This design comes from an exercise in tuning for small area, a short achievable clock period and few clock cycles per item on the open sky130 flow, not from production work.
The RTL was checked by simulation tests, not by an equivalence proof against the original design.

==> flow/run.sh <==
#!/bin/bash
# synth_recipe.tcl (not shown) runs the flow's synth.tcl, then flattens the netlist and writes it again
# the make line also repeats each setting of config.mk as NAME=value (left out here)
make -C /OpenROAD-flow-scripts/flow DESIGN_CONFIG=/design/flow/config.mk WORK_HOME=/design/flow/orfs CLKGATE_MAP_FILE= SYNTH_SCRIPT=/design/flow/synth_recipe.tcl finish
==> flow/config.mk <==
export PLATFORM = sky130hd
export DESIGN_NAME = sfp_norm_seq
export DESIGN_NICKNAME = sfp_norm_seq
export VERILOG_FILES = /design/flow/design.v
export SDC_FILE = /design/flow/constraint.sdc
export NUM_CORES = 4
export LEC_CHECK = 0
export CAP_MARGIN = 20
export CORE_MARGIN = 2
export CORE_UTILIZATION = 65
export CTS_CLUSTER_SIZE = 40
export SETUP_SLACK_MARGIN = 2.0
export SLEW_MARGIN = 20
==> flow/constraint.sdc <==
create_clock -name core_clock -period 6.0 [get_ports {clk}]
set_input_delay 1.2000 -clock core_clock [delete_from_list [all_inputs] [get_ports {clk}]]
set_output_delay 1.2000 -clock core_clock [all_outputs]
set_load 0.01 [all_outputs]
==> flow/design.v <==
module sfp_norm_seq #(
  parameter int COL = 8,
  parameter int BW_PSUM = 20,
  parameter int OUT_SHIFT = 8,
  parameter int SW = BW_PSUM + $clog2(COL),
  parameter int BW_OUT = OUT_SHIFT + 2
) (
  input  logic                      clk,
  input  logic                      reset,
  input  logic                      mode_signed,
  input  logic                      mode_dual,
  input  logic                      in_valid,
  output logic                      in_ready,
  input  logic [COL*BW_PSUM-1:0]    in_row,
  output logic [SW-1:0]             sum_out,
  output logic                      sum_out_valid,
  input  logic [SW:0]               sum_in,
  input  logic                      sum_in_valid,
  output logic                      out_valid,
  input  logic                      out_ready,
  output logic [COL*BW_OUT-1:0]     out_row,
  output logic                      busy
);
  localparam int NS = 7;             
  localparam int RW = 25;            
  logic v0, v1, v2, vo;
  logic [NS:1] vd;
  logic xd1;                         
  logic hold, adv, go1, en1, en0;
  logic dm1;
  logic nv0, nv1, nv2, nvo;
  logic [NS:1] nvd;
  assign hold = vo & ~out_ready;
  assign adv  = ~hold;
  assign go1 = ~dm1 | xd1 | sum_in_valid;
  assign en1 = ~v1 | (adv & go1);
  assign en0 = ~v0 | en1;
  assign in_ready = en0;
  assign out_valid = vo;
  assign nv0 = en0 ? in_valid : v0;
  assign nv1 = en1 ? v0 : v1;
  assign nv2 = adv ? v1 & go1 : v2;
  assign nvd = adv ? {vd[NS-1:1], v2} : vd;
  assign nvo = adv ? vd[NS] : vo;
  always_ff @(posedge clk) begin
    if (reset) begin
      v0 <= 1'b0;
      v1 <= 1'b0;
      v2 <= 1'b0;
      vd <= '0;
      vo <= 1'b0;
      busy <= 1'b0;
    end else begin
      v0 <= nv0;
      v1 <= nv1;
      v2 <= nv2;
      vd <= nvd;
      vo <= nvo;
      busy <= nv0 | nv1 | nv2 | (|nvd) | nvo;
    end
  end
  function automatic logic [22:0] fa_s(input logic [22:0] a, input logic [22:0] b, input logic [22:0] c);
    fa_s = a ^ b ^ c;
  endfunction
  function automatic logic [22:0] fa_c(input logic [22:0] a, input logic [22:0] b, input logic [22:0] c, input logic cin);
    logic [22:0] m;
    m = (a & b) | (a & c) | (b & c);
    fa_c = {m[21:0], cin};
  endfunction
  logic [22:0] y [COL];
  logic [COL-1:0] g;
  logic [BW_PSUM-1:0] a_in [COL];
  logic [COL-1:0] ng_in;
  logic [22:0] l1s0, l1c0, l1s1, l1c1, l1s2, l1c2, l2s0, l2c0, l2s1, l2c1, l3s, l3c, l4s, l4c;
  always_comb begin
    for (int c = 0; c < COL; c++) begin
      g[c] = in_row[c*BW_PSUM + BW_PSUM-1];
      y[c] = {4'b0, in_row[c*BW_PSUM +: BW_PSUM-1] ^ {(BW_PSUM-1){g[c]}}};
      a_in[c] = g[c] ? -in_row[c*BW_PSUM +: BW_PSUM] : in_row[c*BW_PSUM +: BW_PSUM];
      ng_in[c] = g[c] & mode_signed;
    end
    l1s0 = fa_s(y[0], y[1], y[2]);          l1c0 = fa_c(y[0], y[1], y[2], g[1]);
    l1s1 = fa_s(y[3], y[4], y[5]);          l1c1 = fa_c(y[3], y[4], y[5], g[2]);
    l1s2 = fa_s(y[6], y[7], {22'b0, g[0]}); l1c2 = fa_c(y[6], y[7], {22'b0, g[0]}, g[3]);
    l2s0 = fa_s(l1s0, l1c0, l1s1);          l2c0 = fa_c(l1s0, l1c0, l1s1, g[4]);
    l2s1 = fa_s(l1c1, l1s2, l1c2);          l2c1 = fa_c(l1c1, l1s2, l1c2, g[5]);
    l3s  = fa_s(l2s0, l2c0, l2s1);          l3c  = fa_c(l2s0, l2c0, l2s1, g[6]);
    l4s  = fa_s(l3s, l3c, l2c1);            l4c  = fa_c(l3s, l3c, l2c1, g[7]);
  end
  logic [BW_PSUM-1:0] a0 [COL];
  logic [COL-1:0] ng0;
  logic dm0, z0;
  logic [22:0] cs0, cc0;
  always_ff @(posedge clk) begin
    if (en0) begin
      for (int c = 0; c < COL; c++) a0[c] <= a_in[c];
      ng0 <= ng_in;
      dm0 <= mode_dual;
      z0 <= in_row == '0;
      cs0 <= l4s;
      cc0 <= l4c;
    end
  end
  logic [BW_PSUM-1:0] a1 [COL];
  logic [COL-1:0] ng1;
  logic z1;
  logic [SW-1:0] s1;
  logic [SW:0] p1;
  always_ff @(posedge clk) begin
    if (reset) xd1 <= 1'b0;
    else if (en1) xd1 <= 1'b0;
    else if (v1 && dm1 && !xd1 && sum_in_valid) xd1 <= 1'b1;
    if (en1) begin
      for (int c = 0; c < COL; c++) a1[c] <= a0[c];
      ng1 <= ng0;
      dm1 <= dm0;
      z1 <= z0;
      s1 <= cs0 + cc0;
    end
    if (!xd1) p1 <= sum_in;
  end
  assign sum_out = s1;
  assign sum_out_valid = v1 & dm1 & ~xd1;
  logic [BW_PSUM-1:0] a4 [COL];
  logic [COL-1:0] ng4;
  logic [SW:0] d4, psel, dsum;
  assign psel = dm1 ? (xd1 ? p1 : sum_in) : '0;
  assign dsum = {1'b0, s1} + psel;
  always_ff @(posedge clk) begin
    if (adv) begin
      for (int c = 0; c < COL; c++) a4[c] <= a1[c];
      ng4 <= ng1;
      d4 <= {dsum[SW:1], dsum[0] | (z1 & (psel == '0))};
    end
  end
  logic [RW-1:0] r [NS+1][COL];
  logic [SW:0] dd [NS+1];
  logic [COL-1:0] ngd [NS+1];
  logic [COL-1:0] q8 [NS+1];
  logic [NS-1:0] qb [NS+1][COL];    
  logic [RW-1:0] rn [NS+1][COL];
  function automatic logic [RW-1:0] bk_add(input logic [RW-1:0] x, input logic [RW-1:0] y, input logic ci);
    logic [RW-1:0] p, gg, pp;
    logic [RW:0] carry;
    p = x ^ y;
    gg = x & y;
    pp = p;
    for (int l = 1; l < RW; l = l * 2)
      for (int i = 2*l-1; i < RW; i += 2*l) begin
        gg[i] = gg[i] | (pp[i] & gg[i-l]);
        pp[i] = pp[i] & pp[i-l];
      end
    for (int l = 8; l >= 1; l = l / 2)
      for (int i = 3*l-1; i < RW; i += 2*l) begin
        gg[i] = gg[i] | (pp[i] & gg[i-l]);
        pp[i] = pp[i] & pp[i-l];
      end
    carry[0] = ci;
    for (int i = 0; i < RW; i++) carry[i+1] = gg[i] | (pp[i] & ci);
    bk_add = p ^ carry[RW-1:0];
  endfunction
  function automatic logic [RW-1:0] nr_step(input logic [RW-1:0] rr, input logic [SW:0] dv);
    logic sub;
    sub = ~rr[RW-1];
    nr_step = bk_add({rr[RW-2:0], 1'b0}, {sub, dv ^ {(SW+1){sub}}}, sub);
  endfunction
  always_comb begin
    for (int c = 0; c < COL; c++) begin
      rn[0][c] = bk_add({4'b0, a4[c], 1'b0}, ~{1'b0, d4}, 1'b1);
      for (int j = 1; j <= NS; j++) rn[j][c] = nr_step(r[j][c], dd[j]);
    end
  end
  always_ff @(posedge clk) begin
    if (adv) begin
      dd[1] <= d4;
      ngd[1] <= ng4;
      for (int c = 0; c < COL; c++) begin
        r[1][c] <= rn[0][c];
        q8[1][c] <= {3'b0, a4[c]} == d4;
        qb[1][c] <= '0;
      end
      for (int j = 2; j <= NS; j++) begin
        dd[j] <= dd[j-1];
        ngd[j] <= ngd[j-1];
        q8[j] <= q8[j-1];
        for (int c = 0; c < COL; c++) begin
          r[j][c] <= rn[j-1][c];
          qb[j][c] <= qb[j-1][c];
          qb[j][c][j-2] <= ~r[j-1][c][RW-1];
        end
      end
    end
  end
  logic [COL*BW_OUT-1:0] row_fin;
  logic [8:0] qq;
  logic [7:0] qlo;
  always_comb begin
    qq = '0;
    qlo = '0;
    for (int c = 0; c < COL; c++) begin
      for (int k = 0; k < NS-1; k++) qlo[7-k] = qb[NS][c][k];
      qlo[1] = ~r[NS][c][RW-1];
      qlo[0] = ~rn[NS][c][RW-1];
      qq = q8[NS][c] ? 9'd256 : {1'b0, qlo};
      row_fin[c*BW_OUT +: BW_OUT] = ngd[NS][c] ? -{1'b0, qq} : {1'b0, qq};
    end
  end
  always_ff @(posedge clk) begin
    if (adv) out_row <= row_fin;
  end
endmodule
==> impl_metrics.yaml, run 1 <==
status:
  outcome: "finished clean"
synthesis:
  ys_top_cells_by_area: "edfxtp_1 48%, ha_1 13%, xnor2_1 13%"
  synth_seq_area_share: 0.484
  ys_seq_elements: 2555
  synthFlopType: "edfxtp_1"
  syn_area_um2: 158000
  synth_area_per_cell_um2: 12.0
  ys_top_cells_by_count: "2,518 x edfxtp_1, 2,270 x xnor2_1, 1,592 x ha_1, 791 x a21oi_1, 791 x xor2_1"
  yosysTopAreaCell: "edfxtp_1"
  async_reset_ff_frac: 0
  synth_most_common_cell: "edfxtp_1"
  syn_nets: 15100
  synth_top_area_frac: 0.480
  synth_edf_count: 2518
  yosys_warnings: 12
  yosysUniqueCellTypes: 76
  synthCells: 13100
setup_path:
  r2r_cells: 12
  crit_type: "reg2reg"
  r2r-start: "dd[4][2]"
  regToRegSetupSlack_ps: 1740
  cp.required_ps: 6690
  critPathMaxFanout: 9
  rr_endpoint: "r[42][19]"
  crit_path_start_kind: "flop"
  end_kind: "flop"
  arrival_ps: 4940
layout:
  register_area_um2: 76400
  multi_input_area_um2: 79000
  final_area_um2: 180000
  drive_above_1_share: 0.0936
  fill_cells: 14700
  nNetsFinal: 15800
  area_growth_pct: 14.0
  final_cell_count_no_fill: 17400
drt:
  viasPerCell: 6.49
  first_iter_violations: 12900
  dr.pass1.iters: 10
  drc_errors: 0
  drtAntennaViolNets: 0
  routedWlPerCell_um: 31.5
  drt_wl_total_um: 547000
  vias: 113000
cts:
  clk_path_buf_depth: 4
  numCtsBuffers: 287
  cts_tree: "yes"
  cts_root_buf: "clkbuf_16"
  htree_levels: 5
  cts.sink_count: 2555
  path_clk_slew_ps: 70
  clk_latency_ps: 1010
timing:
  setup_viol: 0
  hold_viol_final: 0
  fmax_ghz: 0.235
  final.setup.worst_slack_ps: 1740
  min_period_ps: 4260
  skew_ps: 98.3
  rsz0062_at_grt: "true"
  slew_headroom: 0.185
  worst_pin_slew_ps: 1210
  slew_viol_final: 0
  period_share: 0.709
place:
  port_buffers: 297
  pre_cts_slack_ps: 672
  globalplace.congestion: 1.04
  post_dp_cell_area_um2: 165000
  place_inst: 16500
  place_hpwl_um: 405000
min_path:
  min_from: "qb[35][1]"
  holdPathEnd: "qb[43][1]"
  min_path_cells: 0
  hold_path_class: "reg2reg"
grt:
  grt_max_degree: 184
  grt_pass1_vias: 111000
  grt_overflow_total: 0
  track_usage: 0.432
  antenna_found_initial: 46
  grt_pass1_wl_um: 761000
die:
  dieArea_um2: 246000
  rows: 180
  core_area_um2: 241000
  start_util: 0.655
  ios: 298
  dieWidth_um: 496
  die_height_um: 496
job:
  drv_cap: 0
[metrics by stage]
step	utilization	hold slack [ps]	TNS (ps)
after floorplan	-	400	-252130
after global placement	0.686	400	0
after detailed placement	0.687	405	0
after CTS	0.738	386	0
after global routing	0.746	396	0
final	0.746	373	0
[placed cells by master (no fill, tap or decap), drive strengths merged, types with 87 or more instances in the layout]
cell type,count
a211oi,94
clkinv,107
buf,617
nor2,547
clkbuf,332
nand3,253
inv,516
xnor2,2270
xor2,791
nand2,578
o21bai,87
o21ai,326
ha,1592
a21o,410
edfxtp,2518
nand4,109
fa,127
a21oi,793
o21a,161
nor2b,145
nor3,198
and3,167
clkdlybuf4s50,288
[how the worst max path moves through the flow]
stage	depth (start not counted)	slack (ps)	startpoint	end
after CTS	15	1960	r[60][24]	out_row[48]
final	12	1740	dd[4][2]	r[42][19]
after detailed placement	14	670	r[60][24]	out_row[48]
after floorplan	2	-120	out_ready	a4[0][0]
after global routing	12	1690	dd[4][2]	r[42][15]
after global placement	15	350	r[57][24]	out_row[16]
[logic make-up after synthesis]
kind of cell / synth area share
XOR/XNOR: 0.170
buffers and inverters: 0.0223
AND/OR/NAND/NOR: 0.0793
AO/OA/AOI/OAI: 0.0989
flip-flops: 0.484
multiplexers: 0.00228
adder cells (fa/ha/maj): 0.143
[what timing repair did]
action,4_1_cts,5_1_grt
setup buffers,236,108
pin swaps,27,56
hold buffers,0,0
endpoints found under the setup margin,298,146
gates resized for setup,131,148
gates cloned,1,1
[flip-flops by register name (all words and copies together) (netlist names), 24 cells and up]
signal,count
a4,160
d4,24
out_row,80
p1,24
dd,167
ngd,56
qb,168
q8,56
a0,160
a1,160
r,1393
[worst max-delay path, stage by stage, from the launching register on]
cell      delay, ps
edfxtp_1        530
buf_12          210
buf_4           140
xnor2_1         200
ha_1            300
nor4bb_1        180
o211ai_1        680
a31oi_1         360
o21ai_1         570
nand2_1         210
a31oi_1         300
o21bai_1        110
xor2_1          150
[cell type report]
cell class	instances	share of cell area
Antenna cell	64	0.000892
Timing Repair Buffer	908	0.0495
Clock buffer	331	0.0410
Tap cell	3185	0.0222
Clock inverter	168	0.0104
Inverter	511	0.0110
Sequential cell	2555	0.425
Multi-Input combinational cell	9666	0.440
[metal layers]
metal / global-route usage / vias to the layer above / wire, µm
met2: 0.712 / 7019 / 257000
li1: - / 49500 / -
met3: 0.0870 / 2546 / 43100
met4: 0.464 / 14 / 73900
met5: 0 / - / 142
met1: 0.443 / 53800 / 173000
Testbench counts, summed over its fixed seeds: cycles 1,368, rows 1,280.
==> inputs of run 2 (changes only) <==
--- a/flow/config.mk
+++ b/flow/config.mk
@@ -9,5 +9,5 @@
 export CORE_MARGIN = 2
 export CORE_UTILIZATION = 65
 export CTS_CLUSTER_SIZE = 40
-export SETUP_SLACK_MARGIN = 2.0
+export SETUP_SLACK_MARGIN = 2.6
 export SLEW_MARGIN = 20
==> run 2 against run 1 <==
- the flow now stops in 5_1_grt
- synthesized area unchanged
- synthesized cell count unchanged
==> impl_metrics.yaml, run 2 <==
cts:
  cts.sink_count: 2555
  numCtsBuffers: 287
  htree_levels: 5
  cts_root_buf: "clkbuf_16"
  clk_path_buf_depth: 4
synthesis:
  synthCells: 13100
  yosysUniqueCellTypes: 76
  synth_top_area_frac: 0.480
  synth_edf_count: 2518
  synth_most_common_cell: "edfxtp_1"
  synthFlopType: "edfxtp_1"
  yosysTopAreaCell: "edfxtp_1"
  syn_nets: 15100
  async_reset_ff_frac: 0
  yosys_warnings: 12
  synth_area_per_cell_um2: 12.0
  ys_top_cells_by_area: "edfxtp_1 48%, ha_1 13%, xnor2_1 13%"
  ys_seq_elements: 2555
  syn_area_um2: 158000
  ys_top_cells_by_count: "2,518 x edfxtp_1, 2,270 x xnor2_1, 1,592 x ha_1, 791 x a21oi_1, 791 x xor2_1"
  synth_seq_area_share: 0.484
place:
  pre_cts_slack_ps: 672
  place_hpwl_um: 405000
  globalplace.congestion: 1.04
  place_inst: 16500
  port_buffers: 297
  post_dp_cell_area_um2: 165000
grt:
  grt_max_degree: 184
  grt_overflow_total: 1915
  track_usage: 0.815
die:
  rows: 180
  ios: 298
  die_height_um: 496
  start_util: 0.655
  dieWidth_um: 496
status:
  haltStage: "5_1_grt"
  stop_error: "[ERROR GRT-0232] Routing congestion too high. Check the congestion heatmap in the GUI."
  outcome: "stopped before the end"
timing:
  worstEpCategory: "register input"
  grt_repair_worst_endpoint: "r[34][24]$_DFFE_PN_/D"
-- run 2: cell counts after synthesis --
Identical to the previous run, type by type.
-- run 2: cells by family after synthesis --
logic type	Yosys count	synth area share
flip-flops	2555	0.484
multiplexers	34	0.00228
AO/OA/AOI/OAI	2377	0.0989
AND/OR/NAND/NOR	2474	0.0793
buffers and inverters	925	0.0223
adder cells (fa/ha/maj)	1719	0.143
XOR/XNOR	3062	0.170
-- run 2: what timing repair did --
action	4_1_cts
hold buffers	0
buffers inserted	751
gates resized for setup	1005
gates cloned	13
pin swaps	466
endpoints found under the setup margin	889
-- run 2: worst max path at each step --
stage	start	endpoint	slack [ps]	cells past startpoint
4_1_cts	r[63][24]	out_row[72]	2210	15
2_1_floorplan	out_ready	a4[0][0]	-120	2
3_3_place_gp	r[57][24]	out_row[16]	350	15
3_5_place_dp	r[60][24]	out_row[48]	670	14
-- run 2: stage by stage --
stage          TNS [ps]  hold WS (ps)
3_3_place_gp          0           400
2_1_floorplan   -252130           400
4_1_cts               0           386
3_5_place_dp          0           405
-- run 2: layer usage --
| layer | GRT overflow | track usage |
|---|---|---|
| met1 | 177 | 0.807 |
| met2 | 1039 | 0.950 |
| met3 | 162 | 0.702 |
| met4 | 526 | 0.794 |
| met5 | 11 | 0.502 |
==> inputs of run 3 (changes only) <==
--- a/flow/config.mk
+++ b/flow/config.mk
@@ -7,7 +7,6 @@
 export LEC_CHECK = 0
 export CAP_MARGIN = 20
 export CORE_MARGIN = 2
-export CORE_UTILIZATION = 65
-export CTS_CLUSTER_SIZE = 40
+export CORE_UTILIZATION = 50
 export SETUP_SLACK_MARGIN = 2.6
 export SLEW_MARGIN = 20
==> run 3 against run 2 <==
- the run now finishes clean
- synthesized area unchanged
- synthesized cell count unchanged
==> impl_metrics.yaml, run 3 <==
setup_path:
  critPathTopFamily: "compound AO/OA/AOI/OAI gates"
  worstSetupStartpoint: "r[62][24]"
  r2r-start: "r[62][24]"
  path_buf_inv: 4
  arrival_ps: 4570
  crit_chain: "buf_12 > buf_6 > buf_6 > xnor2_2 > ha_2 > a21o_1 > a21o_1 > a21oi_4 > o2111ai_4 > buf_6 > a211o_1 > and4_1 > nor2b_4 > o21ai_2 > ha_4 > nand2b_4 > nand2_2 > nand2_1 > a31oi_1"
  crit_path_start_kind: "flop"
  slowest_stage: "edfxtp_1"
  end_kind: "flop"
  cp.depth: 19
  critPathMaxStageDelay_ps: 410
  cp.required_ps: 6630
  endpoint: "out_row[64]"
  critPathMaxFanout: 4
  crit_type: "reg2reg"
  rr_endpoint: "out_row[64]"
  regToRegSetupSlack_ps: 2060
  crit_top_cell: "buf_6"
  r2r_cells: 19
synthesis:
  async_reset_ff_frac: 0
  synth_most_common_cell: "edfxtp_1"
  yosysTopAreaCell: "edfxtp_1"
  synth_edf_count: 2518
  synth_top_area_frac: 0.480
  ys_top_cells_by_count: "2,518 x edfxtp_1, 2,270 x xnor2_1, 1,592 x ha_1, 791 x a21oi_1, 791 x xor2_1"
  synth_seq_area_share: 0.484
  syn_area_um2: 158000
  ys_seq_elements: 2555
  synth_area_per_cell_um2: 12.0
  synthCells: 13100
  syn_nets: 15100
  synthFlopType: "edfxtp_1"
  yosysUniqueCellTypes: 76
  ys_top_cells_by_area: "edfxtp_1 48%, ha_1 13%, xnor2_1 13%"
  yosys_warnings: 12
die:
  dieWidth_um: 565
  ios: 298
  dieArea_um2: 320000
  core_area_um2: 314000
  die_height_um: 565
  start_util: 0.502
  rows: 206
drt:
  first_iter_violations: 8102
  routedWlPerCell_um: 29.9
  viasPerCell: 5.76
  dr.pass1.iters: 6
  drtAntennaViolNets: 0
  vias: 110000
  drc_errors: 0
  drt_wl_total_um: 572000
place:
  globalplace.congestion: 1.01
  port_buffers: 297
  place_hpwl_um: 433000
  post_dp_cell_area_um2: 167000
cts:
  clk_latency_ps: 930
  cts_tree: "yes"
  htree_levels: 5
  cts_root_buf: "clkbuf_16"
  path_clk_slew_ps: 60
  clk_path_buf_depth: 4
  cts.sink_count: 2555
  numCtsBuffers: 294
timing:
  fin_tns_setup_ps: 0
  fmax_ghz: 0.254
  slew_headroom: 0.213
  period_share: 0.657
  rsz0062_at_grt: "true"
  min_period_ps: 3940
  worst_pin_slew_ps: 1180
  skew_ps: 47.3
  setup_viol: 0
  slew_viol_final: 0
  hold_viol_final: 0
layout:
  final_area_um2: 195000
  largest_reg_flops: 1393
  top_register: "r"
  area_growth_pct: 24.0
  nNetsFinal: 16600
  final_common_cell: "edfxtp_1"
  drive_above_1_share: 0.199
  final_cell_mix: "2,518 x edfxtp_1, 2,102 x xnor2_1, 1,504 x ha_1, 1,001 x buf_4, 736 x xor2_1"
  reg_top3: "r (1393), qb (168), dd (167)"
min_path:
  hold_path_class: "reg2reg"
  min_from: "qb[40][0]"
grt:
  grt_pass1_wl_um: 786000
  grt_max_degree: 144
  grt_pass1_vias: 109000
  antenna_found_initial: 43
  track_usage: 0.349
  grt_overflow_total: 0
status:
  outcome: "finished clean"
job:
  drv_cap: 0
run 3: per-stage QoR:
| stage | util | hold slack [ps] | setup WS, ps | cells |
|---|---|---|---|---|
| global placement | 0.533 | 400 | 902 | 17600 |
| global route | 0.622 | 392 | 2000 | 19100 |
| finish | 0.622 | 388 | 2060 | 19100 |
| detailed placement | 0.533 | 405 | 914 | 17600 |
| floorplan | - | 400 | -119 | 13100 |
| CTS | 0.600 | 388 | 2110 | 18800 |
run 3: worst reg2reg max path, stage by stage (launching register included):
cell and delay, ps:
edfxtp_1 410, buf_12 170, buf_6 130, buf_6 120, xnor2_2 130, ha_2 180
a21o_1 190, a21o_1 190, a21oi_4 230, o2111ai_4 260, buf_6 250, a211o_1 350
and4_1 210, nor2b_4 150, o21ai_2 140, ha_4 190, nand2b_4 140, nand2_2 70
nand2_1 110, a31oi_1 50
run 3: how the worst min path moves through the flow:
| stage | end | slack, ps | depth (start not counted) |
|---|---|---|---|
| after floorplan | a1[0][0] | 400 | 0 |
| final | qb[48][0] | 390 | 0 |
| after global routing | q8[4][1] | 390 | 0 |
| after detailed placement | a1[0][0] | 400 | 0 |
| after CTS | q8[4][1] | 390 | 0 |
| after global placement | a1[2][7] | 400 | 0 |
run 3: what timing repair did:
item	CTS	global route
hold buffers	0	0
gates resized for setup	1119	815
endpoints found under the hold margin	0	0
setup buffers	666	306
gates cloned	14	6
pin swaps	471	644
endpoints found under the setup margin	870	414
run 3: area by class of cell:
| class | count | area (µm²) |
|---|---|---|
| tap | 4160 | 5200 |
| inverter | 511 | 2010 |
| clock buffer | 350 | 7680 |
| multi-input combinational | 9667 | 85400 |
| sequential | 2555 | 76400 |
| fill | 23900 | 119000 |
| clock inverter | 184 | 1920 |
| antenna | 54 | 135 |
| timing repair buffer | 1656 | 16700 |
run 3: kinds of logic (layout without fill, tap and decap cells):
group                      after synthesis  count (layout)  synth area share
other                                    0              54                 0
and+or+nand+nor                       2474            2475            0.0793
buffers and inverters                  925            2701            0.0223
AOI/OAI and AO/OA                     2377            2377            0.0989
adders and majority gates             1719            1719             0.143
xor gates and xnor gates              3062            3062             0.170
DFF                                   2555            2555             0.484
muxes                                   34              34           0.00228
run 3: metal layers:
metal,share of wire,track usage,wire length [µm]
met3,0.045,0.0521,25800
met2,0.49,0.601,281000
met5,0.00039,0,223
met4,0.11,0.334,65800
met1,0.35,0.365,199000
==> inputs of run 4 (changes only) <==
--- a/flow/design.v
+++ b/flow/design.v
@@ -89,21 +89,22 @@
   end
   logic [BW_PSUM-1:0] a0 [COL];
   logic [COL-1:0] ng0;
-  logic dm0, z0;
+  logic dm0;
+  logic [COL-1:0] nz0;
   logic [22:0] cs0, cc0;
   always_ff @(posedge clk) begin
     if (en0) begin
       for (int c = 0; c < COL; c++) a0[c] <= a_in[c];
       ng0 <= ng_in;
       dm0 <= mode_dual;
-      z0 <= in_row == '0;
+      for (int c = 0; c < COL; c++) nz0[c] <= |in_row[c*BW_PSUM +: BW_PSUM];
       cs0 <= l4s;
       cc0 <= l4c;
     end
   end
   logic [BW_PSUM-1:0] a1 [COL];
   logic [COL-1:0] ng1;
-  logic z1;
+  logic [COL-1:0] nz1;
   logic [SW-1:0] s1;
   logic [SW:0] p1;
   always_ff @(posedge clk) begin
@@ -114,7 +115,7 @@
       for (int c = 0; c < COL; c++) a1[c] <= a0[c];
       ng1 <= ng0;
       dm1 <= dm0;
-      z1 <= z0;
+      nz1 <= nz0;
       s1 <= cs0 + cc0;
     end
     if (!xd1) p1 <= sum_in;
@@ -124,13 +125,17 @@
   logic [BW_PSUM-1:0] a4 [COL];
   logic [COL-1:0] ng4;
   logic [SW:0] d4, psel, dsum;
+  logic [COL-1:0] nz4;
+  logic pz4;
   assign psel = dm1 ? (xd1 ? p1 : sum_in) : '0;
   assign dsum = {1'b0, s1} + psel;
   always_ff @(posedge clk) begin
     if (adv) begin
       for (int c = 0; c < COL; c++) a4[c] <= a1[c];
       ng4 <= ng1;
-      d4 <= {dsum[SW:1], dsum[0] | (z1 & (psel == '0))};
+      d4 <= {dsum[SW:1], dsum[0] | (~|nz1 & (psel == '0))};
+      nz4 <= nz1;
+      pz4 <= psel == '0;
     end
   end
   logic [RW-1:0] r [NS+1][COL];
@@ -159,15 +164,16 @@
     for (int i = 0; i < RW; i++) carry[i+1] = gg[i] | (pp[i] & ci);
     bk_add = p ^ carry[RW-1:0];
   endfunction
-  function automatic logic [RW-1:0] nr_step(input logic [RW-1:0] rr, input logic [SW:0] dv);
-    logic sub;
-    sub = ~rr[RW-1];
-    nr_step = bk_add({rr[RW-2:0], 1'b0}, {sub, dv ^ {(SW+1){sub}}}, sub);
+  function automatic logic [RW-1:0] nr_step(input logic [RW-1:0] rr, input logic qbit, input logic [SW:0] dv);
+    logic slo, shi;
+    slo = ~rr[RW-1];
+    shi = qbit;
+    nr_step = bk_add({rr[RW-2:0], 1'b0}, {shi, dv[SW:12] ^ {(SW-11){shi}}, dv[11:0] ^ {12{slo}}}, slo);
   endfunction
   always_comb begin
     for (int c = 0; c < COL; c++) begin
       rn[0][c] = bk_add({4'b0, a4[c], 1'b0}, ~{1'b0, d4}, 1'b1);
-      for (int j = 1; j <= NS; j++) rn[j][c] = nr_step(r[j][c], dd[j]);
+      for (int j = 1; j <= NS; j++) rn[j][c] = nr_step(r[j][c], qb[j][c][j-1], dd[j]);
     end
   end
   always_ff @(posedge clk) begin
@@ -176,8 +182,9 @@
       ngd[1] <= ng4;
       for (int c = 0; c < COL; c++) begin
         r[1][c] <= rn[0][c];
-        q8[1][c] <= {3'b0, a4[c]} == d4;
+        q8[1][c] <= nz4[c] & ~|(nz4 & ~(COL'(1) << c)) & pz4;
         qb[1][c] <= '0;
+        qb[1][c][0] <= ~rn[0][c][RW-1];
       end
       for (int j = 2; j <= NS; j++) begin
         dd[j] <= dd[j-1];
@@ -186,23 +193,26 @@
         for (int c = 0; c < COL; c++) begin
           r[j][c] <= rn[j-1][c];
           qb[j][c] <= qb[j-1][c];
-          qb[j][c][j-2] <= ~r[j-1][c][RW-1];
+          qb[j][c][j-1] <= ~rn[j-1][c][RW-1];
         end
       end
     end
   end
   logic [COL*BW_OUT-1:0] row_fin;
-  logic [8:0] qq;
-  logic [7:0] qlo;
+  logic [BW_OUT-2:0] hh, nh;
+  logic b0;
   always_comb begin
-    qq = '0;
-    qlo = '0;
+    hh = '0;
+    nh = '0;
+    b0 = 1'b0;
     for (int c = 0; c < COL; c++) begin
-      for (int k = 0; k < NS-1; k++) qlo[7-k] = qb[NS][c][k];
-      qlo[1] = ~r[NS][c][RW-1];
-      qlo[0] = ~rn[NS][c][RW-1];
-      qq = q8[NS][c] ? 9'd256 : {1'b0, qlo};
-      row_fin[c*BW_OUT +: BW_OUT] = ngd[NS][c] ? -{1'b0, qq} : {1'b0, qq};
+      hh = '0;
+      for (int k = 0; k < NS; k++) hh[6-k] = qb[NS][c][k];
+      nh = -hh;
+      b0 = ~rn[NS][c][RW-1];
+      if (q8[NS][c]) row_fin[c*BW_OUT +: BW_OUT] = ngd[NS][c] ? 10'h300 : 10'h100;
+      else if (!ngd[NS][c]) row_fin[c*BW_OUT +: BW_OUT] = {hh, b0};
+      else row_fin[c*BW_OUT +: BW_OUT] = b0 ? {~hh, 1'b1} : {nh, 1'b0};
     end
   end
   always_ff @(posedge clk) begin
--- a/flow/config.mk
+++ b/flow/config.mk
@@ -7,6 +7,7 @@
 export LEC_CHECK = 0
 export CAP_MARGIN = 20
 export CORE_MARGIN = 2
-export CORE_UTILIZATION = 50
+export CORE_UTILIZATION = 65
+export CTS_CLUSTER_SIZE = 40
 export SETUP_SLACK_MARGIN = 2.6
 export SLEW_MARGIN = 20
==> run 4 against run 3 <==
- the run now fails in 5_1_grt
- synthesized area down 0.14%
- synthesized cell count is 1.8% lower
==> impl_metrics.yaml, run 4 <==
status:
  haltStage: "5_1_grt"
  outcome: "stopped before the end"
  stop_error: "[ERROR GRT-0228] Horizontal edge usage exceeds the maximum allowed. (30, 53) usage=65535 limit=3200"
cts:
  clk_path_buf_depth: 4
  cts_root_buf: "clkbuf_16"
  htree_levels: 5
  numCtsBuffers: 292
  ctsHoldBuffers: 0
  cts.sink_count: 2634
die:
  start_util: 0.654
  dieWidth_um: 496
  rows: 180
  die_height_um: 496
  ios: 298
synthesis:
  syn_nets: 14800
  synthFlopType: "edfxtp_1"
  yosys_warnings: 12
  synth_area_per_cell_um2: 12.2
  synth_seq_area_share: 0.500
  ys_top_cells_by_count: "2,597 x edfxtp_1, 1,630 x xnor2_1, 1,592 x ha_1, 1,239 x xor2_1, 788 x a21oi_1"
  async_reset_ff_frac: 0
  ys_seq_elements: 2634
  synthCells: 12900
  synth_edf_count: 2597
  syn_area_um2: 157000
  synth_top_area_frac: 0.495
  yosysTopAreaCell: "edfxtp_1"
  yosysUniqueCellTypes: 81
  ys_top_cells_by_area: "edfxtp_1 50%, ha_1 13%, xnor2_1 9.1%"
  synth_most_common_cell: "edfxtp_1"
place:
  post_dp_cell_area_um2: 164000
  place_hpwl_um: 360000
  port_buffers: 297
  pre_cts_slack_ps: 605
  place_inst: 16200
  globalplace.congestion: 1.00
timing:
  grt_repair_worst_endpoint: "out_row[8]$_SDFFCE_PP1N_/D"
  worstEpCategory: "register input"
grt:
  grt_max_degree: 218
[run 4: cell count changes after synthesis, moves of 60 or more]
cell       before   now
o2111ai_1      16   102
xnor2_1      2270  1630
xor2_1        791  1239
nand2b_1       84   144
nor2_1        547   618
clkbuf_1      161   228
nand2_1       578   423
a21o_1        410   344
edfxtp_1     2518  2597
[run 4: what timing repair did]
item / 4_1_cts
buffers inserted: 891
setup endpoints to repair: 922
gates resized for setup: 1474
pin swaps: 615
cloned: 5
[run 4: cell families after synthesis]
| kind of cell | share of synthesized area |
|---|---|
| XOR/XNOR | 0.160 |
| flip-flops | 0.500 |
| AND/OR/NAND/NOR | 0.0755 |
| AO/OA/AOI/OAI | 0.0953 |
| adder cells (fa/ha/maj) | 0.143 |
| buffers and inverters | 0.0240 |
| multiplexers | 0.00239 |
[run 4: worst min path at each step]
stage	to	slack [ps]	cells after the start
detailed placement	a1[0][1]	400	0
CTS	a1[1][2]	390	0
global placement	a1[6][12]	400	0
floorplan	a1[0][0]	400	0
Testbench counts of run 4, summed over its fixed seeds: cycles 1,368, rows 1,280.
==> inputs of run 5 (changes only) <==
--- a/flow/config.mk
+++ b/flow/config.mk
@@ -5,9 +5,10 @@
 export SDC_FILE = /design/flow/constraint.sdc
 export NUM_CORES = 4
 export LEC_CHECK = 0
+export ABC_AREA = 1
 export CAP_MARGIN = 20
 export CORE_MARGIN = 2
-export CORE_UTILIZATION = 65
+export CORE_UTILIZATION = 60
 export CTS_CLUSTER_SIZE = 40
-export SETUP_SLACK_MARGIN = 2.6
+export SETUP_SLACK_MARGIN = 2.3
 export SLEW_MARGIN = 20
==> run 5 against run 4 <==
- synthesized area grew 5.7%
- synthesized cell count increased by 29%
- the run now finishes clean
==> impl_metrics.yaml, run 5 <==
synthesis:
  synth_most_common_cell: "nand2_1"
  synth_top_area_frac: 0.469
  synthCells: 16600
  yosysUniqueCellTypes: 53
  ys_seq_elements: 2634
  synth_edf_count: 2597
  syn_nets: 18600
  ys_top_cells_by_area: "edfxtp_1 47%, ha_1 12%, xor2_1 8.5%"
  syn_area_um2: 166000
  async_reset_ff_frac: 0
  yosys_warnings: 12
  synth_seq_area_share: 0.473
  yosysTopAreaCell: "edfxtp_1"
  synthFlopType: "edfxtp_1"
  synth_area_per_cell_um2: 9.99
  ys_top_cells_by_count: "3,432 x nand2_1, 2,597 x edfxtp_1, 1,981 x inv_1, 1,605 x xor2_1, 1,592 x ha_1"
status:
  outcome: "finished clean"
setup_path:
  end_kind: "flop"
  crit_type: "reg2reg"
  regToRegSetupSlack_ps: 2220
  cp.required_ps: 6670
  r2r_cells: 14
  r2r-start: "r[63][24]"
  crit_path_start_kind: "flop"
  arrival_ps: 4450
  critPathMaxFanout: 16
  rr_endpoint: "out_row[75]"
layout:
  fill_cells: 22000
  final_common_cell: "nand2_1"
  top_register: "r"
  final_cell_count_no_fill: 21000
  largest_reg_flops: 1393
  final_cell_mix: "3,429 x nand2_1, 2,597 x edfxtp_1, 1,963 x inv_1, 1,592 x ha_1, 1,584 x xor2_1"
  finish.utilization: 0.668
  nNetsFinal: 18900
  reg_top3: "r (1393), qb (224), dd (167)"
  area_growth_pct: 10.8
  drive_above_1_share: 0.0517
timing:
  hold_viol_final: 0
  fmax_ghz: 0.265
  worst_pin_slew_ps: 1140
  slew_headroom: 0.235
  setup_viol: 0
  skew_ps: 47.8
  rsz0062_at_grt: "true"
  min_period_ps: 3780
  slew_viol_final: 0
  period_share: 0.630
die:
  ios: 298
  die_height_um: 531
  rows: 193
  dieArea_um2: 281000
  start_util: 0.603
  core_area_um2: 276000
  dieWidth_um: 531
place:
  place_inst: 20300
  place_hpwl_um: 386000
  globalplace.congestion: 1.00
  port_buffers: 297
drt:
  drtAntennaViolNets: 0
  routedWlPerCell_um: 22.8
  first_iter_violations: 7666
  drc_errors: 0
  drt_wl_total_um: 478000
  vias: 111000
  dr.pass1.iters: 8
  viasPerCell: 5.31
grt:
  grt_overflow_total: 0
  antenna_found_initial: 11
  track_usage: 0.340
  grt_max_degree: 187
  grt_pass1_wl_um: 693000
  grt_pass1_vias: 107000
cts:
  numCtsBuffers: 289
  htree_levels: 5
  ctsHoldBuffers: 0
  path_clk_slew_ps: 60
  clk_latency_ps: 920
  cts.sink_count: 2634
  clk_path_buf_depth: 4
  cts_tree: "yes"
  cts_root_buf: "clkbuf_16"
min_path:
  holdPathEnd: "a4[0][7]"
  min_path_cells: 0
  hold_path_class: "reg2reg"
  min_from: "a1[0][7]"
job:
  drv_cap: 0
==> run 5: timing repair <==
action	CTS	global route
setup buffers	62	58
resized for setup	50	26
endpoints found under the setup margin	163	166
pin swaps	3	3
==> run 5: worst max path at each step <==
stage                 startpoint           to  depth (start not counted)
floorplan              out_ready         busy                          8
global placement     in_row[139]       cs0[2]                         11
detailed placement   in_row[139]       cs0[2]                         11
finish                 r[63][24]  out_row[75]                         14
CTS                 sum_in_valid     in_ready                          7
global route           out_ready    r[56][24]                          6
==> run 5: final cells by class <==
type	count	area (µm²)	share of cell area
Antenna cell	5	12.5	0.0000679
Clock buffer	339	7530	0.0408
Clock inverter	180	2020	0.0110
Inverter	2006	7600	0.0413
Multi-Input combinational cell	11600	78600	0.426
Sequential cell	2634	78700	0.427
Tap cell	3705	4640	0.0252
Timing Repair Buffer	514	5170	0.0280
==> run 5: metrics by stage <==
step	setup TNS (ps)	hold slack (ps)	setup slack [ps]	cell area (µm²)
finish	0	396	2220	184000
global route	0	406	2290	184000
CTS	0	392	2080	184000
detailed placement	0	405	1270	173000
global placement	0	400	1270	173000
floorplan	-2570020	400	-1880	166000
==> run 5: kinds of logic after synthesis <==
| group | synth area share |
|---|---|
| mux | 0.000903 |
| buf+inv | 0.0561 |
| xor+xnor | 0.148 |
| compound gates | 0.0535 |
| fa+ha+maj | 0.135 |
| flops | 0.473 |
| simple gates | 0.133 |
==> run 5: per-layer routing <==
layer  vias up  routed length, µm  GRT usage
li1      55800                  -          -
met1     51700             182000      0.387
met2      2781             231000      0.582
met3      1022              19900     0.0402
met4         6              45500      0.270
met5         -                 34          0
==> run 5: worst max-delay path, stage by stage, from the launching register on <==
cell      delay, ps
edfxtp_1        410
buf_12          170
xnor2_1         140
ha_1            300
nand2_1          70
nor2_1          150
inv_1            60
nor2_1          540
nand3_1         360
nand2_1         260
inv_1            90
nand3_1         330
nand3_2         360
a21oi_1         230
nor2_1           70
==> inputs of run 6 (changes only) <==
--- a/flow/config.mk
+++ b/flow/config.mk
@@ -5,7 +5,6 @@
 export SDC_FILE = /design/flow/constraint.sdc
 export NUM_CORES = 4
 export LEC_CHECK = 0
-export ABC_AREA = 1
 export CAP_MARGIN = 20
 export CORE_MARGIN = 2
 export CORE_UTILIZATION = 60
==> run 6 against run 5 <==
- sequential share of layout area decreased by 0.22 points
- via count decreased by 6.0%
- still clean on timing, DRC and antenna
- worst setup slack got worse by 130 ps
- design area is 0.53% higher
==> impl_metrics.yaml, run 6 <==
status:
  outcome: "finished clean"
die:
  dieWidth_um: 516
  ios: 298
  rows: 188
  die_height_um: 516
  start_util: 0.602
  core_area_um2: 262000
  dieArea_um2: 266000
synthesis:
  ys_top_cells_by_area: "edfxtp_1 50%, ha_1 13%, xnor2_1 9.1%"
  synth_seq_area_share: 0.500
  synthCells: 12900
  synthFlopType: "edfxtp_1"
  yosys_warnings: 12
  synth_most_common_cell: "edfxtp_1"
  synth_top_area_frac: 0.495
  syn_area_um2: 157000
  ys_top_cells_by_count: "2,597 x edfxtp_1, 1,630 x xnor2_1, 1,592 x ha_1, 1,239 x xor2_1, 788 x a21oi_1"
  yosysUniqueCellTypes: 81
  synth_area_per_cell_um2: 12.2
  async_reset_ff_frac: 0
  ys_seq_elements: 2634
  syn_nets: 14800
  yosysTopAreaCell: "edfxtp_1"
  synth_edf_count: 2597
layout:
  final_common_cell: "edfxtp_1"
  final_cell_count_no_fill: 17600
  drive_above_1_share: 0.144
  area_growth_pct: 17.7
  final_area_um2: 185000
  largest_reg_flops: 1393
  top_register: "r"
  register_area_um2: 78700
  nNetsFinal: 15800
  fill_cells: 17500
  multi_input_area_um2: 79400
  final_cell_mix: "2,597 x edfxtp_1, 1,617 x xnor2_1, 1,579 x ha_1, 1,222 x xor2_1, 655 x buf_4"
  reg_top3: "r (1393), qb (224), dd (167)"
drt:
  dr.pass1.iters: 6
  first_iter_violations: 8576
  viasPerCell: 5.93
  vias: 105000
  routedWlPerCell_um: 26.8
  drt_wl_total_um: 472000
  drc_errors: 0
  drtAntennaViolNets: 0
timing:
  period_share: 0.652
  setup_viol: 0
  worst_pin_slew_ps: 1220
  skew_ps: 81.6
  fmax_ghz: 0.256
  slew_headroom: 0.184
  hold_viol_final: 0
  rsz0062_at_grt: "true"
  slew_viol_final: 0
  min_period_ps: 3910
grt:
  antenna_found_initial: 26
  grt_overflow_total: 0
  grt_pass1_vias: 106000
  track_usage: 0.348
  grt_pass1_wl_um: 677000
  grt_max_degree: 202
place:
  globalplace.congestion: 0.984
  port_buffers: 297
  post_dp_cell_area_um2: 165000
  place_inst: 16500
  place_hpwl_um: 357000
setup_path:
  critPathMaxFanout: 8
  rr_endpoint: "r[47][24]"
  slowest_stage: "xor2_4"
  r2r_cells: 14
  cp.required_ps: 6660
  crit_path_start_kind: "flop"
  end_kind: "flop"
  worstSetupStartpoint: "r[39][24]"
  r2r-start: "r[39][24]"
  endpoint: "r[47][24]"
  arrival_ps: 4570
  critPathMaxStageDelay_ps: 440
  regToRegSetupSlack_ps: 2090
  crit_chain: "buf_12 > buf_4 > xnor2_1 > ha_1 > o21ai_1 > a21o_1 > o21ai_0 > buf_4 > o21ai_4 > a21oi_4 > o41ai_4 > o2111ai_2 > a21oi_4 > xor2_4"
  crit_type: "reg2reg"
cts:
  numCtsBuffers: 288
  cts.sink_count: 2634
  ctsHoldBuffers: 0
  clk_latency_ps: 950
  cts_tree: "yes"
  clk_path_buf_depth: 4
  htree_levels: 5
  cts_root_buf: "clkbuf_16"
  path_clk_slew_ps: 60
job:
  drv_cap: 0
min_path:
  hold_path_class: "reg2reg"
## run 6: changes by cell type in the layout (fill, tap and decap cells not counted), sizes merged, moves of 196 or more
cell,before,now
inv,1994,560
a21o,35,344
o21ai,206,402
buf,224,822
xnor2,1211,1633
xor2,1605,1239
a21oi,1092,790
nor2,968,618
nand3,686,235
nand2,3438,423
## run 6: metal layers
layer / vias up / track usage / wire length [µm]
li1: 48700 / - / -
met1: 50800 / 0.399 / 173000
met2: 3938 / 0.593 / 229000
met3: 1229 / 0.0402 / 24200
met4: 18 / 0.272 / 45600
met5: - / 0 / 117
## run 6: layout make-up
| class | count | share of cell area |
|---|---|---|
| Clock buffer | 332 | 0.0402 |
| Tap cell | 3515 | 0.0237 |
| Inverter | 547 | 0.0114 |
| Sequential cell | 2634 | 0.425 |
| Timing Repair Buffer | 1111 | 0.0584 |
| Multi-Input combinational cell | 9287 | 0.429 |
| Clock inverter | 190 | 0.0120 |
| Antenna cell | 18 | 0.000243 |
## run 6: stage by stage
stage | utilization | setup TNS (ps) | setup WS, ps | hold slack [ps]
floorplan | - | -459980 | -211 | 400
global placement | 0.630 | 0 | 829 | 400
detailed placement | 0.631 | 0 | 761 | 405
CTS | 0.696 | 0 | 2150 | 374
global route | 0.708 | 0 | 2130 | 404
finish | 0.708 | 0 | 2090 | 382
## run 6: how the worst min path moves through the flow
stage,startpoint,endpoint,depth (start not counted)
floorplan,a0[0][0],a1[0][0],0
global placement,a1[7][12],a4[7][12],0
detailed placement,a0[0][14],a1[0][14],0
CTS,qb[28][1],qb[36][1],0
global route,qb[28][1],qb[36][1],0
finish,qb[28][1],qb[36][1],0
## run 6: logic make-up (layout without fill, tap and decap cells)
group | Yosys count | in the layout | synth area share
other | 0 | 18 | 0
muxes | 36 | 36 | 0.00239
buffers and inverters | 990 | 2180 | 0.0240
and+or+nand+nor | 2358 | 2358 | 0.0755
AOI/OAI and AO/OA | 2301 | 2301 | 0.0953
DFF | 2634 | 2634 | 0.500
adders and majority gates | 1719 | 1719 | 0.143
xor gates and xnor gates | 2872 | 2873 | 0.160
## run 6: timing repair
item | 4_1_cts | 5_1_grt
cloned | 0 | 3
pin swaps | 123 | 213
resized for setup | 528 | 327
setup endpoints to repair | 738 | 225
buffers inserted | 446 | 145
## run 6: worst max-delay path: cells and delay by family (launching register included)
| kind | cells | cell delay, ps |
|---|---|---|
| XOR/XNOR | 2 | 570 |
| AO/OA/AOI/OAI | 8 | 1690 |
| flip-flops | 1 | 430 |
| buffers and inverters | 3 | 560 |
| adder cells (fa/ha/maj) | 1 | 350 |
==> inputs of run 7 (changes only) <==
--- a/flow/config.mk
+++ b/flow/config.mk
@@ -8,6 +8,8 @@
 export CAP_MARGIN = 20
 export CORE_MARGIN = 2
 export CORE_UTILIZATION = 60
-export CTS_CLUSTER_SIZE = 40
+export CTS_BUF_LIST = sky130_fd_sc_hd__clkbuf_8 sky130_fd_sc_hd__clkbuf_16
+export CTS_CLUSTER_DIAMETER = 60
+export CTS_CLUSTER_SIZE = 30
 export SETUP_SLACK_MARGIN = 2.3
 export SLEW_MARGIN = 20
==> run 7 against run 6 <==
- synthesized cell count stayed put
- synthesized area unchanged
- final cell count down 1.0%
- die area stayed put
- utilization decreased by 1.0 points
- non-clock buffer count decreased by 13
- highest routed layer unchanged
- global-route usage fell by 0.40 points
- critical endpoint unchanged
- first-iteration DRC count fell by 1.0%
- worst setup slack better by 57 ps
- critical path depth unchanged
- largest cell class unchanged
==> impl_metrics.yaml, run 7 <==
timing:
  period_share: 0.642
  fmax_ghz: 0.260
  slew_viol_final: 0
  skew_ps: 58.5
  setup_viol: 0
  rsz0062_at_grt: "true"
  min_period_ps: 3850
  worst_pin_slew_ps: 1480
  hold_viol_final: 0
  slew_headroom: 0.0116
drt:
  vias: 103000
  drt_wl_total_um: 466000
  routedWlPerCell_um: 26.7
  viasPerCell: 5.93
  first_iter_violations: 8486
  drc_errors: 0
  drtAntennaViolNets: 0
  dr.pass1.iters: 6
layout:
  reg_top3: "r (1393), qb (224), dd (167)"
  area_growth_pct: 16.0
  largest_reg_flops: 1393
  final_cell_mix: "2,597 x edfxtp_1, 1,611 x xnor2_1, 1,575 x ha_1, 1,222 x xor2_1, 652 x buf_4"
  nNetsFinal: 15700
  finish.utilization: 0.698
  final_common_cell: "edfxtp_1"
  drive_above_1_share: 0.139
  fill_cells: 17900
  final_area_um2: 183000
  top_register: "r"
die:
  ios: 298
  die_height_um: 516
  core_area_um2: 262000
  dieWidth_um: 516
  dieArea_um2: 266000
  start_util: 0.602
  rows: 188
place:
  place_hpwl_um: 357000
  post_dp_cell_area_um2: 165000
  globalplace.congestion: 0.984
  port_buffers: 297
synthesis:
  ys_top_cells_by_area: "edfxtp_1 50%, ha_1 13%, xnor2_1 9.1%"
  ys_top_cells_by_count: "2,597 x edfxtp_1, 1,630 x xnor2_1, 1,592 x ha_1, 1,239 x xor2_1, 788 x a21oi_1"
  synth_edf_count: 2597
  synth_area_per_cell_um2: 12.2
  yosys_warnings: 12
  ys_seq_elements: 2634
  synth_top_area_frac: 0.495
  syn_nets: 14800
  yosysTopAreaCell: "edfxtp_1"
  synthCells: 12900
  synth_seq_area_share: 0.500
  yosysUniqueCellTypes: 81
  syn_area_um2: 157000
  async_reset_ff_frac: 0
  synthFlopType: "edfxtp_1"
  synth_most_common_cell: "edfxtp_1"
setup_path:
  slowest_stage: "edfxtp_1"
  worstSetupStartpoint: "r[39][24]"
  critPathMaxFanout: 8
  path_buf_inv: 3
  critPathMaxStageDelay_ps: 430
  crit_chain: "buf_12 > buf_4 > xnor2_1 > ha_1 > nand3_1 > a21o_1 > o21ai_0 > buf_4 > o21ai_4 > a21oi_4 > o41ai_4 > o2111ai_2 > a21oi_4 > xor2_4"
  arrival_ps: 4500
  rr_endpoint: "r[47][24]"
  end_kind: "flop"
  r2r_cells: 14
  regToRegSetupSlack_ps: 2150
  cp.required_ps: 6650
  crit_path_start_kind: "flop"
  crit_type: "reg2reg"
  r2r-start: "r[39][24]"
  critPathTopFamily: "compound AO/OA/AOI/OAI gates"
min_path:
  min_path_cells: 0
  min_from: "qb[54][4]"
  hold_path_class: "reg2reg"
  holdPathEnd: "qb[62][4]"
status:
  outcome: "finished clean"
job:
  drv_cap: 0
cts:
  cts_root_buf: "clkbuf_16"
  ctsHoldBuffers: 0
  numCtsBuffers: 194
  htree_levels: 4
  cts_tree: "yes"
  path_clk_slew_ps: 110
  clk_path_buf_depth: 4
  clk_latency_ps: 940
  cts.sink_count: 2634
grt:
  grt_max_degree: 202
  grt_pass1_vias: 104000
  antenna_found_initial: 32
  grt_overflow_total: 0
  track_usage: 0.344
  grt_pass1_wl_um: 668000
[run 7: worst max-delay path by stage]
stage / depth (start not counted) / to / slack, ps
finish: 14 / r[47][24] / 2150
global route: 14 / r[47][24] / 2100
CTS: 14 / r[47][24] / 2150
detailed placement: 11 / r[47][24] / 760
global placement: 14 / d4[22] / 830
floorplan: 3 / a4[0][0] / -210
[run 7: per-stage QoR]
| step | hold slack (ps) | setup slack [ps] | cells | setup TNS, ps |
|---|---|---|---|---|
| floorplan | 400 | -211 | 12900 | -459980 |
| global placement | 400 | 829 | 16500 | 0 |
| detailed placement | 405 | 761 | 16500 | 0 |
| CTS | 403 | 2150 | 17300 | 0 |
| global route | 411 | 2100 | 17500 | 0 |
| finish | 407 | 2150 | 17500 | 0 |
[run 7: what timing repair did]
item                       in CTS  in global routing
setup buffers                 425                154
gates cloned                    0                  3
setup endpoints to repair     738                216
resized for setup             513                348
pin swaps                     113                207
[run 7: kinds of logic (layout without fill, tap and decap cells)]
kind of cell,count (synthesis),in the layout,share of synthesized area
AO/OA/AOI/OAI,2301,2301,0.0953
XOR/XNOR,2872,2873,0.160
adder cells (fa/ha/maj),1719,1719,0.143
buffers and inverters,990,2006,0.0240
flip-flops,2634,2634,0.500
multiplexers,36,36,0.00239
other,0,16,0
AND/OR/NAND/NOR,2358,2358,0.0755
[run 7: layer usage]
| metal | global-route usage | part of all wire |
|---|---|---|
| met4 | 0.269 | 0.094 |
| met1 | 0.395 | 0.37 |
| met2 | 0.589 | 0.49 |
| met3 | 0.0343 | 0.046 |
| met5 | 0 | 0.00025 |
[run 7: cell type report]
type | instances | area [µm²] | area share
multi-input combinational | 9287 | 79400 | 0.435
tap | 3515 | 4400 | 0.0241
sequential | 2634 | 78700 | 0.431
clock buffer | 199 | 4980 | 0.0273
clock inverter | 162 | 2210 | 0.0121
timing repair buffer | 1098 | 10700 | 0.0584
antenna | 16 | 40.0 | 0.000219
inverter | 547 | 2120 | 0.0116
[run 7: worst register-to-register path: cells and delay by family (launching register included)]
family                   cells  cell delay, ps
adder cells (fa/ha/maj)      1             320
AND/OR/NAND/NOR              1             120
AO/OA/AOI/OAI                7            1500
XOR/XNOR                     2             660
flip-flops                   1             430
buffers and inverters        3             570
==> inputs of run 8 (changes only) <==
--- a/flow/config.mk
+++ b/flow/config.mk
@@ -5,11 +5,12 @@
 export SDC_FILE = /design/flow/constraint.sdc
 export NUM_CORES = 4
 export LEC_CHECK = 0
+export ABC_AREA = 1
 export CAP_MARGIN = 20
 export CORE_MARGIN = 2
 export CORE_UTILIZATION = 60
 export CTS_BUF_LIST = sky130_fd_sc_hd__clkbuf_8 sky130_fd_sc_hd__clkbuf_16
 export CTS_CLUSTER_DIAMETER = 60
 export CTS_CLUSTER_SIZE = 30
-export SETUP_SLACK_MARGIN = 2.3
+export SETUP_SLACK_MARGIN = 2.5
 export SLEW_MARGIN = 20
==> run 8 against run 7 <==
- worst hold slack worse by 6.0 ps
- still clean
- final cell count up 20%
- synthesized area up 5.7%
- utilization shrank 3.2 points
- global-route usage is 0.43 points lower
==> impl_metrics.yaml, run 8 <==
drt:
  drtAntennaViolNets: 0
  top_layer_used: "met5"
  route.met3.wl_um: 19600
  met2RoutedLength_um: 230000
  dr.pass1.iters: 9
  vias: 111000
  drt_wl_total_um: 477000
  viasPerCell: 5.30
  first_iter_violations: 7497
  met1_length_um: 181000
  routedWlPerCell_um: 22.8
  drc_errors: 0
die:
  rows: 193
  start_util: 0.603
  dieArea_um2: 281000
  core_area_um2: 276000
  dieWidth_um: 531
  die_height_um: 531
  ios: 298
timing:
  slew_viol_final: 0
  setup_viol: 0
  final.setup.worst_slack_ps: 2350
  fmax_ghz: 0.274
  fin_tns_setup_ps: 0
  min_period_ps: 3650
  hold_viol_final: 0
  skew_ps: 52.6
  rsz0062_at_grt: "true"
  period_share: 0.609
  slew_headroom: 0.239
  worst_pin_slew_ps: 1140
setup_path:
  end_kind: "output port"
  crit_path_start_kind: "primary input"
  r2r-start: "r[32][24]"
  worstSetupStartpoint: "out_ready"
  cp.required_ps: 4800
  crit_type: "in2out"
  critPathMaxFanout: 2
  arrival_ps: 2450
synthesis:
  syn_nets: 18600
  synth_top_area_frac: 0.469
  ys_seq_elements: 2634
  yosysTopAreaCell: "edfxtp_1"
  synth_area_per_cell_um2: 9.99
  synth.area.mux_share: 0.000903
  synth_most_common_cell: "nand2_1"
  ys_top_cells_by_count: "3,432 x nand2_1, 2,597 x edfxtp_1, 1,981 x inv_1, 1,605 x xor2_1, 1,592 x ha_1"
  yosys.area_share.simple: 0.133
  async_reset_ff_frac: 0
  synth_compound_area_frac: 0.0535
  syn_area_um2: 166000
  synth_seq_area_share: 0.473
  synth_top_family_by_area: "XOR/XNOR gates"
  synthFlopType: "edfxtp_1"
  ys_top_cells_by_area: "edfxtp_1 47%, ha_1 12%, xor2_1 8.5%"
  synthXorXnorAreaFrac: 0.148
  yosys_warnings: 12
  yosysUniqueCellTypes: 53
  synth_fa_ha_area_frac: 0.135
  synthCells: 16600
  synth_edf_count: 2597
layout:
  final_common_cell: "nand2_1"
  top_register: "r"
  area_growth_pct: 10.5
  final_cell_count_no_fill: 20900
  drive_above_1_share: 0.0590
  largest_reg_flops: 1393
  finish.utilization: 0.666
  final_cell_mix: "3,426 x nand2_1, 2,597 x edfxtp_1, 1,945 x inv_1, 1,592 x ha_1, 1,568 x xor2_1"
  nNetsFinal: 19000
  reg_top3: "r (1393), qb (224), dd (167)"
place:
  globalplace.congestion: 1.00
  pre_cts_slack_ps: 1270
  port_buffers: 297
  place_inst: 20300
  place_hpwl_um: 386000
job:
  drv_cap: 0
grt:
  grt_max_degree: 187
  grt_pass1_wl_um: 690000
  grt_overflow_total: 0
  grt_pass1_vias: 107000
  track_usage: 0.339
  antenna_found_initial: 9
cts:
  path_clk_slew_ps: 100
  clk_latency_ps: 930
  clk_path_buf_depth: 4
  numCtsBuffers: 202
  cts_tree: "yes"
  htree_levels: 4
  cts_root_buf: "clkbuf_16"
  cts.sink_count: 2634
min_path:
  min_from: "a0[4][12]"
  hold_path_class: "reg2reg"
status:
  outcome: "finished clean"
-- run 8: cell types whose count changed after synthesis, moves of 115 or more --
cell and delta:
inv_1 +1438, a21oi_1 +304, nand2b_1 -144, nor2_1 +346, a21o_1 -309, o21ai_0 -219, nand2_1 +3009, o21a_1 -135
nor2b_1 -115, nor3_1 -128, xor2_1 +366, xnor2_1 -419, nand3_1 +447
-- run 8: final timing paths --
kind               end  cells past startpoint  slack [ps]
max           in_ready                      7        2350
max reg2reg  r[40][24]                     10        2500
min reg2reg  a1[4][12]                      0         400
min          a1[4][12]                      0         400
-- run 8: cell families after synthesis --
family                   Yosys count
AND/OR/NAND/NOR                 5432
XOR/XNOR                        2816
flip-flops                      2634
buffers and inverters           2443
adder cells (fa/ha/maj)         1719
AO/OA/AOI/OAI                   1587
multiplexers                      15
-- run 8: worst max-delay path, stage by stage --
cell	delay, ps
clkdlybuf4s50_1	410
or2_4	280
nand2_4	100
nand2_8	60
clkinvlp_4	120
nand2_8	100
buf_6	160
-- run 8: per-stage QoR --
stage               hold slack [ps]  instance area, µm²
floorplan                       400              166000
global placement                400              173000
detailed placement              405              173000
CTS                             402              182000
global route                    403              184000
finish                          401              184000
-- run 8: metal layers --
layer,track usage,up-vias
li1,-,55800
met1,0.386,51300
met2,0.581,2718
met3,0.0380,1035
met4,0.271,6
met5,0,-
-- run 8: repair_timing --
| action | 4_1_cts | 5_1_grt |
|---|---|---|
| setup buffers | 127 | 114 |
| hold buffers | 0 | 0 |
| cloned | 1 | 2 |
| hold endpoints to repair | 0 | 0 |
| setup endpoints to repair | 467 | 462 |
| pin swaps | 5 | 7 |
| resized for setup | 122 | 52 |
-- run 8: cell type report --
type	instances	area [µm²]
fillers	22000	92200
flip-flops and latches	2634	78700
multi-input cells	11600	78800
clock inverters	163	2190
diodes	5	12.5
well taps	3705	4640
clock buffers	208	5200
repair buffers	638	6530
inverters	2006	7690

static timing again, ports no longer ideal:
No port has a modelled driver above. Below, the same layouts with a new extraction and two added sets of constraints.
Step 1 (the two cells are an assumption about what drives the block):
set clk [get_ports {clk}]
set_driving_cell -lib_cell sky130_fd_sc_hd__clkbuf_16 $clk
set_driving_cell -lib_cell sky130_fd_sc_hd__buf_2 [delete_from_list [all_inputs] $clk]
Step 2 times the ports against the registers' clock, not the clock port: input delays grow and output delays shrink by t, the midpoint of the rising clock arrivals with the driver on.
Three values: no drivers, after step 1, after step 2; two values: the first two.
run	shift t [ns]	slack for setup (ns)	latest minus earliest clock arrival (ns)	pins driven straight from the clock port
run 1	1.063	1.744 / 1.744 / 1.185	0.101 / 0.102	1
run 3	1.026	2.059 / 2.059 / 1.520	0.068 / 0.067	1
run 5	1.008	2.220 / 2.220 / 1.462	0.066 / 0.066	1
run 6	1.006	2.090 / 2.090 / 1.373	0.089 / 0.089	1
run 7	1.002	2.147 / 2.147 / 1.372	0.084 / 0.084	1
run 8	1.014	2.346 / 2.284 / 1.565	0.057 / 0.057	1
After both steps setup and hold are still met in every run listed. For run 8, which loses most, drivers alone change the setup slack by -0.062 ns; drivers and shift together by -0.781 ns.
